What follows belongs to an exercise in optimizing a design on an open flow for small area, a short achievable clock period and few clock cycles; a production flow would make more cautious choices.
At most, simulation tests tie the RTL to the original design; equivalence was not proved.
Power figures rest on the tool's default switching activity, not on a simulated workload.

== old ==
==> flow/design.v <==
`timescale 1ns / 1ps
package dfr_pkg;
    localparam int unsigned MIN_FRAME_BYTES = 1 + 4 + 1 + 2 + 4;
    localparam int unsigned HEADER_BYTES    = 8;
    localparam int unsigned MIC_BYTES       = 4;
    localparam logic [31:0] CRC_INIT     = 32'hFFFF_FFFF;
    localparam logic [31:0] CRC_POLY     = 32'hEDB8_8320;
    localparam logic [7:0]  FOPTS_MASK   = 8'h0F;
    localparam logic [7:0]  VERSION_MASK = 8'h03;
    typedef enum logic [1:0] {
        KIND_OPTION  = 2'd0,
        KIND_PAYLOAD = 2'd1,
        KIND_SUMMARY = 2'd2
    } kind_t;
    typedef enum logic [2:0] {
        ST_OK       = 3'd0,
        ST_SHORT    = 3'd1,
        ST_MISMATCH = 3'd2,
        ST_OVERRUN  = 3'd3,
        ST_TOO_LONG = 3'd4
    } status_t;
    typedef struct packed {
        kind_t       kind;
        logic [7:0]  byte_value;
        status_t     status;
        logic [2:0]  message_type;
        logic [1:0]  major_version;
        logic [31:0] device_address;
        logic [7:0]  frame_control;
        logic [15:0] frame_counter;
        logic [7:0]  payload_length;
        logic        last_of_run;
    } result_t;
    localparam int unsigned RESULT_W = 2 + 8 + 3 + 3 + 2 + 32 + 8 + 16 + 8 + 1;
    typedef struct packed {
        logic    byte_valid;
        logic    sum_valid;
        result_t byte_res;
        result_t sum_res;
    } push_t;
endpackage
`timescale 1ns / 1ps
`timescale 1ns / 1ps
`timescale 1ns / 1ps
module mac_frame_deframer_crc32 (
    input  logic        clk,
    input  logic        rst_n,
    input  logic        in_valid,
    output logic        in_ready,
    input  logic [7:0]  in_data,
    input  logic        in_eof,
    output logic        out_valid,
    input  logic        out_ready,
    output logic [1:0]  out_kind,
    output logic [7:0]  out_byte_value,
    output logic [2:0]  out_status,
    output logic [2:0]  out_message_type,
    output logic [1:0]  out_major_version,
    output logic [31:0] out_device_address,
    output logic [7:0]  out_frame_control,
    output logic [15:0] out_frame_counter,
    output logic [7:0]  out_payload_length,
    output logic        out_last_of_run
);
    localparam logic [31:0] CRC_POLY    = 32'hEDB8_8320;
    localparam logic [31:0] CRC_RESIDUE = 32'hDEBB_20E3;
    localparam logic [2:0] ST_OK = 3'd0, ST_SHORT = 3'd1, ST_MISMATCH = 3'd2,
                           ST_OVERRUN = 3'd3, ST_TOO_LONG = 3'd4;
    function automatic [31:0] crc32_byte(input [31:0] crc_in, input [7:0] data);
        integer k;
        begin
            crc32_byte = crc_in ^ {24'd0, data};
            for (k = 0; k < 8; k = k + 1)
            begin
                if (crc32_byte[0])
                    crc32_byte = (crc32_byte >> 1) ^ CRC_POLY;
                else
                    crc32_byte = crc32_byte >> 1;
            end
        end
    endfunction
    logic        rdy;                   
    logic        ov;                    
    logic        gs;                    
    logic [7:0]  g_n;                   
    logic        gp;                    
    logic [7:0]  dl0, dl1, dl2, dl3;    
    logic        fresh;                 
    logic        first;                 
    logic        hcap;                  
    logic        body;                  
    logic        rb;                    
    logic        rl;                    
    logic [7:0]  cnt;                   
    logic [31:0] crc;
    logic [7:0]  hdr0_n, hdr5_n;
    logic [31:0] hdr_addr_n;
    logic [15:0] hdr_cnt_n;
    logic [3:0]  nopt;
    logic       r_v, r_pay, r_lor;
    logic [7:0] r_byte;
    logic       k_v, k_pay, k_lor;
    logic [7:0] k_byte;
    logic       sp1, sp2, sv, q2;
    logic       s_chk;                  
    logic       s_ovr;
    logic [2:0] s_status;
    logic [7:0] s_plen;
    logic [3:0] s_vc;                   
    logic       take, push, pop_r, pop_s, eof_t, busy, load_s, load_q;
    logic       r_v_n, k_v_n, sp1_n, sv_n, q2_n, ge3_n, rdy_n, body_n;
    logic [4:0] optlim;
    logic       pay;
    assign take   = in_valid && rdy;
    assign eof_t  = take && in_eof;
    assign push   = in_valid && rb;
    assign nopt   = ~hdr5_n[3:0];
    assign optlim = 5'd12 + {1'b0, nopt};
    assign pay    = {3'd0, optlim} <= cnt;
    assign pop_r  = out_ready && r_v;
    assign pop_s  = out_ready && !r_v && sv;
    assign busy   = sp1 || sp2 || sv || q2;
    assign load_s = in_valid && in_eof && rl;
    assign load_q = q2 && !sp1 && !sp2 && !sv;
    assign r_v_n = k_v || push || (r_v && !out_ready);
    assign k_v_n = r_v && !out_ready && (k_v || push);
    assign sp1_n = load_s;
    assign sv_n  = sp2 || load_q || (sv && !pop_s);
    assign q2_n  = (q2 && !load_q) || (eof_t && busy);
    assign rdy_n  = !k_v_n && !((sp1_n || sp1 || sv_n || q2_n) && (ge3_n || q2_n));
    assign body_n = take ? (!in_eof && (cnt >= 8'd11) && (cnt <= 8'd253)) : body;
    assign ge3_n = take ? (!in_eof && (cnt >= 8'd2)) : (cnt >= 8'd3);
    always_ff @(posedge clk or negedge rst_n)
    begin
        if (!rst_n)
        begin
            rdy   <= 1'b0;
            rb    <= 1'b0;
            rl    <= 1'b0;
            ov    <= 1'b0;
            r_v   <= 1'b0;
            k_v   <= 1'b0;
            sp1   <= 1'b0;
            sp2   <= 1'b0;
            sv    <= 1'b0;
            q2    <= 1'b0;
            cnt   <= 8'd0;
            fresh <= 1'b0;
            first <= 1'b0;
            hcap  <= 1'b0;
            body  <= 1'b0;
        end
        else
        begin
            rdy   <= rdy_n;
            rb    <= rdy_n && body_n;
            rl    <= rdy_n && !(sp1_n || sp1 || sv_n || q2_n);
            ov    <= r_v_n || sv_n;
            r_v   <= r_v_n;
            k_v   <= k_v_n;
            sp1   <= sp1_n;
            sp2   <= sp1;
            sv    <= sv_n;
            q2    <= q2_n;
            fresh <= take;
            if (take)
            begin
                first <= !in_eof && (cnt == 8'd0);
                hcap  <= !in_eof && (cnt >= 8'd3) && (cnt <= 8'd10);
                body  <= body_n;
                if (in_eof)
                    cnt <= 8'd0;
                else if (cnt != 8'd255)
                    cnt <= cnt + 8'd1;
            end
            else
                hcap <= 1'b0;
        end
    end
    always_ff @(posedge clk)
    begin
        gs <= !r_v_n;
        for (int i = 0; i < 8; i++)
            g_n[i] <= !(!r_v_n && !load_q && (s_vc > 4'(i)));
        gp <= !r_v_n && !load_q && s_vc[3];
    end
    always_ff @(posedge clk)
    begin
        if (take)
        begin
            dl0 <= dl1;
            dl1 <= dl2;
            dl2 <= dl3;
            dl3 <= in_data;
        end
    end
    always_ff @(posedge clk)
    begin
        if (fresh)
        begin
            crc <= crc32_byte(crc | {32{first}}, dl3);
        end
        if (hcap)
        begin
            case (cnt[2:0])
                3'd4: hdr0_n <= ~dl0;
                3'd5: hdr_addr_n[7:0] <= ~dl0;
                3'd6: hdr_addr_n[15:8] <= ~dl0;
                3'd7: hdr_addr_n[23:16] <= ~dl0;
                3'd0: hdr_addr_n[31:24] <= ~dl0;
                3'd1: hdr5_n <= ~dl0;
                3'd2: hdr_cnt_n[7:0] <= ~dl0;
                default: hdr_cnt_n[15:8] <= ~dl0;
            endcase
        end
    end
    always_ff @(posedge clk)
    begin
        if (!r_v || out_ready)
        begin
            if (k_v)
            begin
                r_pay  <= k_pay;
                r_lor  <= k_lor;
                r_byte <= k_byte;
            end
            else if (rb)
            begin
                r_pay  <= pay;
                r_lor  <= !in_eof;
                r_byte <= dl0;
            end
            else
            begin
                r_pay  <= 1'b0;
                r_lor  <= 1'b1;
                r_byte <= 8'd0;
            end
        end
        if (!k_v)
        begin
            k_pay  <= pay;
            k_lor  <= !in_eof;
            k_byte <= dl0;
        end
    end
    logic       mm;
    logic [8:0] plen_d;                 
    assign mm     = crc != CRC_RESIDUE;
    assign plen_d = {1'b0, s_plen} - {5'd0, nopt};
    always_ff @(posedge clk)
    begin
        if (load_s || load_q)
        begin
            s_vc  <= load_q ? 4'd0 :
                     (cnt >= 8'd11) ? 4'd8 : (cnt >= 8'd4) ? 4'(cnt - 8'd3) : 4'd0;
            s_chk <= !load_q && (cnt != 8'd255) && (cnt >= 8'd11);
        end
        if (sp1)
            s_ovr <= plen_d[8];
        if (load_s || load_q || (sp2 && s_chk && (mm || s_ovr)))
        begin
            if (load_q)
                s_status <= ST_SHORT;
            else if (sp2)
                s_status <= mm ? ST_MISMATCH : ST_OVERRUN;
            else if (cnt == 8'd255)
                s_status <= ST_TOO_LONG;
            else if (cnt < 8'd11)
                s_status <= ST_SHORT;
            else
                s_status <= ST_OK;
        end
        if (load_s || load_q || sp1 || (sp2 && s_chk && (mm || s_ovr)))
        begin
            if (load_q || sp2)
                s_plen <= 8'd0;
            else if (sp1)
                s_plen <= s_chk ? plen_d[7:0] : 8'd0;
            else
                s_plen <= cnt - 8'd11;
        end
    end
    assign in_ready           = rdy;
    assign out_valid          = ov;
    assign out_kind           = {gs, r_pay};
    assign out_byte_value     = r_byte;
    assign out_last_of_run    = r_lor;
    assign out_status         = s_status & {3{gs}};
    assign out_payload_length = s_plen & {8{gp}};
    assign out_message_type   = ~(hdr0_n[7:5] | {3{g_n[0]}});
    assign out_major_version  = ~(hdr0_n[1:0] | {2{g_n[0]}});
    assign out_device_address = ~(hdr_addr_n | {{8{g_n[4]}}, {8{g_n[3]}}, {8{g_n[2]}}, {8{g_n[1]}}});
    assign out_frame_control  = ~(hdr5_n | {8{g_n[5]}});
    assign out_frame_counter  = ~(hdr_cnt_n | {{8{g_n[7]}}, {8{g_n[6]}}});
endmodule
Settings: LEC_CHECK=0, CAP_MARGIN=20, CORE_MARGIN=2, CORE_UTILIZATION=60, CTS_BUF_LIST=sky130_fd_sc_hd__clkbuf_4 sky130_fd_sc_hd__clkbuf_8, GPL_ROUTABILITY_DRIVEN=1, PLACE_DENSITY=0.75, SETUP_SLACK_MARGIN=2.8, SLEW_MARGIN=20; clock period 5.0 ns.
standard.sh (not shown) runs the stock make flow with config.mk's settings and CLKGATE_MAP_FILE= SYNTH_SCRIPT=/design/flow/synth_recipe.tcl, a recipe that flattens the netlist after the stock synthesis.
==> flow/flow/run.sh <==
#!/bin/bash
# The standard layout, with the smallest buffer on each port and no dummy
# loads in the clock tree.
set -euo pipefail
export BUFFER_PORTS_ARGS="-buffer_cell sky130_fd_sc_hd__buf_1"
export CTS_ARGS="-sink_clustering_enable -repair_clock_nets -dont_use_dummy_load -buf_list {sky130_fd_sc_hd__clkbuf_4 sky130_fd_sc_hd__clkbuf_8}"
bash standard.sh > standard_flow.log 2>&1
Testbench counts of old, summed over its fixed seeds: cycles 71,984.
Input changes introduced in new (baseline for comparison: old):
--- a/flow/design.v
+++ b/flow/design.v
@@ -257,25 +257,27 @@
             s_chk <= !load_q && (cnt != 8'd255) && (cnt >= 8'd11);
         end
         if (sp1)
             s_ovr <= plen_d[8];
-        if (load_s || load_q || (sp2 && s_chk && (mm || s_ovr)))
+        if (load_s || load_q || (sp2 && s_chk))
         begin
             if (load_q)
                 s_status <= ST_SHORT;
             else if (sp2)
-                s_status <= mm ? ST_MISMATCH : ST_OVERRUN;
+                s_status <= mm ? ST_MISMATCH : s_ovr ? ST_OVERRUN : ST_OK;
             else if (cnt == 8'd255)
                 s_status <= ST_TOO_LONG;
             else if (cnt < 8'd11)
                 s_status <= ST_SHORT;
             else
                 s_status <= ST_OK;
         end
-        if (load_s || load_q || sp1 || (sp2 && s_chk && (mm || s_ovr)))
-        begin
-            if (load_q || sp2)
+        if (load_s || load_q || sp1 || (sp2 && s_chk))
+        begin
+            if (load_q)
                 s_plen <= 8'd0;
+            else if (sp2)
+                s_plen <= s_plen & {8{!(mm || s_ovr)}};
             else if (sp1)
                 s_plen <= s_chk ? plen_d[7:0] : 8'd0;
             else
                 s_plen <= cnt - 8'd11;
## What came out
- Summary of new over old: worst endpoint data arrival time went up 0.05 ns; final period utilization went up 0.95 points.
- Where die area is concerned, old is outperformed by new.
- Status: area of all sequential standard cells parity (new, old)
- new against old: cell count went down, worst setup slack went down, clock share of power went down, flip-flop and latch share of the layout cell area went down, achievable frequency went down.
Function not checked in new: the RTL went through the layout flow alone.

## afterwards: timing with drivers on the ports
How much do the figures lean on ideal ports? The routed layouts below were timed once more, with nothing changed but the port constraints. Step 1, drivers: a clkbuf_16 drives clk and a buf_2 each remaining input, both assumed. Step 2 moves the port delays by t, midway between the first and last clock arrival at a register: inputs arrive t later, outputs are due t later. That takes back most of the time a late clock gives input paths. Slacks: no drivers / after step 1 / after step 2; pairs: no drivers / after step 1.
| run | t (ns) | setup slack, ns | worst setup path at the end |
|---|---|---|---|
| old | 0.488 | 2.826 / 2.791 / 2.471 | input to register |
| new | 0.485 | 2.779 / 2.743 / 2.492 | input to register |
After both steps setup and hold are still met in every run listed. For old, which loses most, drivers alone change the setup slack by -0.035 ns; drivers and shift together by -0.355 ns.
